From an optimization exercise on the open Yosys and OpenROAD flow, aimed at small area; shortcuts taken in it are not production practice.
Only simulation tests tie the RTL to the original design; equivalence was not proved.
Power figures rest on the tool's default switching activity, not on a simulated workload.

Design regfile_sb, start of the top module:
module regfile_sb
#(
    parameter int XLEN  = regfile_pkg::XLEN_DEF,
    parameter int NREG  = regfile_pkg::NREG_DEF,
    parameter int NREAD = 2,
    parameter int AW    = $clog2(NREG)
) (
    input  logic                  clk,
    input  logic                  rst_n,
    input  logic                  wen,
    input  logic [AW-1:0]         dsel,
    input  logic [XLEN-1:0]       d,
    input  logic [NREAD*AW-1:0]   rsel,
    output logic [NREAD*XLEN-1:0] rdata,
    output logic [NREAD-1:0]      rbusy,
    input  logic                  resv_en,
    input  logic [AW-1:0]         resv_sel,
    output logic                  resv_err
);
Size in the first run: roughly 2500 cells after synthesis, roughly 120 I/O pins, roughly 42000 sq um of cells after synthesis.
Settings: LEC_CHECK=0, CAP_MARGIN=20, CORE_MARGIN=2, CORE_UTILIZATION=55, GPL_TIMING_DRIVEN=0, SETUP_SLACK_MARGIN=0.2, SLEW_MARGIN=20, SYNTH_HIERARCHICAL=1, SYNTH_MINIMUM_KEEP_SIZE=0; clock period 7.0 ns.
standard.sh (not shown) runs the stock make flow with config.mk's settings and CLKGATE_MAP_FILE= SYNTH_SCRIPT=/design/flow/synth_recipe.tcl, a recipe that flattens the netlist after the stock synthesis.
==> flow/flow/run.sh <==
#!/bin/bash
# Own layout flow: the standard ORFS flow (standard.sh, with its unchanged synthesis,
# floorplan, power grid and tap cells), with two settings changed:
#  - port buffers use the smallest plain buffer instead of the default delay-buffer cell
#    (every input and output port still gets its own buffer; repair may upsize them);
#  - clock tree synthesis inserts no dummy loads and clusters more sinks per leaf buffer.
set -euo pipefail
bash standard.sh \
  "BUFFER_PORTS_ARGS=-buffer_cell sky130_fd_sc_hd__buf_1" \
  "CTS_ARGS=-sink_clustering_enable -repair_clock_nets -dont_use_dummy_load -sink_clustering_size 25 -sink_clustering_max_diameter 100" \
  finish > standard_flow.log 2>&1
Edit:
==> flow/run.sh (new file) <==
#!/bin/bash
# synth_recipe.tcl (not shown) runs the flow's synth.tcl, then flattens the netlist and writes it again
# the make line also repeats each setting of config.mk as NAME=value (left out here)
make -C /OpenROAD-flow-scripts/flow DESIGN_CONFIG=/design/flow/config.mk WORK_HOME=/design/flow/orfs CLKGATE_MAP_FILE= SYNTH_SCRIPT=/design/flow/synth_recipe.tcl finish
- CORE_UTILIZATION: 55 -> 40
- GPL_TIMING_DRIVEN: 0 -> default
- SETUP_SLACK_MARGIN: 0.2 -> default
removed: flow/flow/run.sh
removed: flow/standard.sh
Outcome: This time the run completed and failed the layout checks on setup timing; power rises by 24%; final cell count came out higher by 17%; global-route usage went down by 11 points; count of clock-buffer cells in the layout went up by 77; register-to-register slack gets better by 0.08 ns; via count came out higher by 2.3%; design area increases by 6.2%.

## try-yarrow
Starting RTL as in the previous note.
make LEC_CHECK=0 CAP_MARGIN=20 CORE_MARGIN=2 CORE_UTILIZATION=40 CTS_CLUSTER_DIAMETER=100 CTS_CLUSTER_SIZE=30 SETUP_SLACK_MARGIN=0.2 SLEW_MARGIN=20 SYNTH_HIERARCHICAL=1 SYNTH_MINIMUM_KEEP_SIZE=0 finish   # period 7.0 ns
run.sh (not shown) runs the stock make flow with config.mk's settings and CLKGATE_MAP_FILE= SYNTH_SCRIPT=/design/flow/synth_recipe.tcl, a recipe that flattens the netlist after the stock synthesis.
Stock flow here: none of the scripts above is used.
diff inputs: try-yarrow => try-fjord
- a deleted CTS_CLUSTER_DIAMETER that had been 100
- a change of CORE_UTILIZATION from 40 to 55
- a deleted CTS_CLUSTER_SIZE that had been 30
==> flow/flow/run.sh (new file) <==
#!/bin/bash
# Own layout flow: the standard ORFS flow (standard.sh, with its unchanged synthesis,
# floorplan, power grid and tap cells), with two settings changed:
#  - port buffers use the smallest plain buffer instead of the default delay-buffer cell
#    (every input and output port still gets its own buffer; repair may upsize them);
#  - clock tree synthesis inserts no dummy loads and clusters more sinks per leaf buffer.
set -euo pipefail
bash standard.sh \
  "BUFFER_PORTS_ARGS=-buffer_cell sky130_fd_sc_hd__buf_1" \
  "CTS_ARGS=-sink_clustering_enable -repair_clock_nets -dont_use_dummy_load -sink_clustering_size 25 -sink_clustering_max_diameter 100" \
  finish > standard_flow.log 2>&1
==> flow/standard.sh (new file) <==
#!/bin/bash
# synth_recipe.tcl (not shown) runs the flow's synth.tcl, then flattens the netlist and writes it again
# the make line also repeats each setting of config.mk as NAME=value (left out here)
make -C /OpenROAD-flow-scripts/flow DESIGN_CONFIG=/design/flow/config.mk WORK_HOME=/design/flow/orfs CLKGATE_MAP_FILE= SYNTH_SCRIPT=/design/flow/synth_recipe.tcl "${@:-finish}"
removed: flow/run.sh
Results
try-fjord | status: complete | timing, DRC, antenna: pass. Combined area of the multi-input logic cells is higher on try-yarrow. try-fjord vs. try-yarrow: post-route clock period utilization -7.6 points; routed length on met2 saw a decrease; number of clock-tree buffers in the layout went down. X dimension of the die is higher on try-yarrow. Sort try-fjord and try-yarrow by time the worst path needs with I/O delays and setup asc -> top: try-fjord. Looking at critical path launch point, the rsel[3] result is from try-fjord; the rsel[0] one comes from try-yarrow. On try-fjord: area of the die is 0.029 mm^2 lower than what try-yarrow gave. Number of cells on the critical path (lower): try-fjord. Diff try-yarrow -> try-fjord: worst hold slack dropped 0.016 ns, starting utilization of the core area went up. The number of tap cells added at floorplan in try-fjord sits 411 below the value recorded for try-yarrow.
Modified inputs, try-maple compared to try-fjord
==> flow/run.sh (new file) <==
#!/bin/bash
# synth_recipe.tcl (not shown) runs the flow's synth.tcl, then flattens the netlist and writes it again
# the make line also repeats each setting of config.mk as NAME=value (left out here)
make -C /OpenROAD-flow-scripts/flow DESIGN_CONFIG=/design/flow/config.mk WORK_HOME=/design/flow/orfs CLKGATE_MAP_FILE= SYNTH_SCRIPT=/design/flow/synth_recipe.tcl finish
removed: flow/flow/run.sh
removed: flow/standard.sh
### Flow results
try-maple and try-fjord ended up with nearly the same minimum hold slack. Worst setup slack after placement (try-maple over try-fjord): decrease, 0.34 ns. [compare] base=try-fjord new=try-maple: met1 routing resource usage after global routing went down by 1.0 points, endpoint arrival time on the critical path shows an increase of 0.44 ns, clock edge transition at the registers on the reported setup and hold paths down 0.05 ns, via count went up by about 1.4%. Setup slack in try-maple is smaller than in try-fjord. Every stage of the flow completed for try-fjord, and the final layout passed the timing, design-rule and antenna checks. try-maple reached the final stage; the timing, design-rule and antenna checks on its layout passed. Any difference in area of the multi-input gates between try-maple and try-fjord is small enough to ignore.

## what the ideal ports hide
The results above use ideal ports. As a check the final layouts listed here were re-extracted and re-timed, cells and wires unchanged.
Step 1: set_driving_cell puts a clkbuf_16 on clk and a buf_2 on each other input, an assumption about the parent block.
Step 2 times the ports against the registers' clock, not the clock port: input delays grow and output delays shrink by t, the midpoint of the rising clock arrivals with the driver on.
a / b / c = ideal / step 1 / step 2; a / b = the first two.
run	t, ns	setup WS [ns]	clock arrival spread, ns	slew at the worst register clock pin (ns)
the first run of note 1	0.695	0.338 / 0.307 / 0.307	0.044 / 0.044	0.11 / 0.11
the second run of note 1	0.746	-0.013 / -0.046 / -0.046	0.054 / 0.054	0.07 / 0.07
try-yarrow	0.697	0.207 / 0.175 / 0.175	0.034 / 0.034	0.12 / 0.12
try-fjord	0.693	0.740 / 0.715 / 0.715	0.062 / 0.063	0.11 / 0.11
try-maple	0.738	0.296 / 0.258 / 0.258	0.030 / 0.031	0.07 / 0.07
The setup slack of try-maple, which loses most, moves by -0.038 ns with the drivers and by -0.038 ns with both steps.
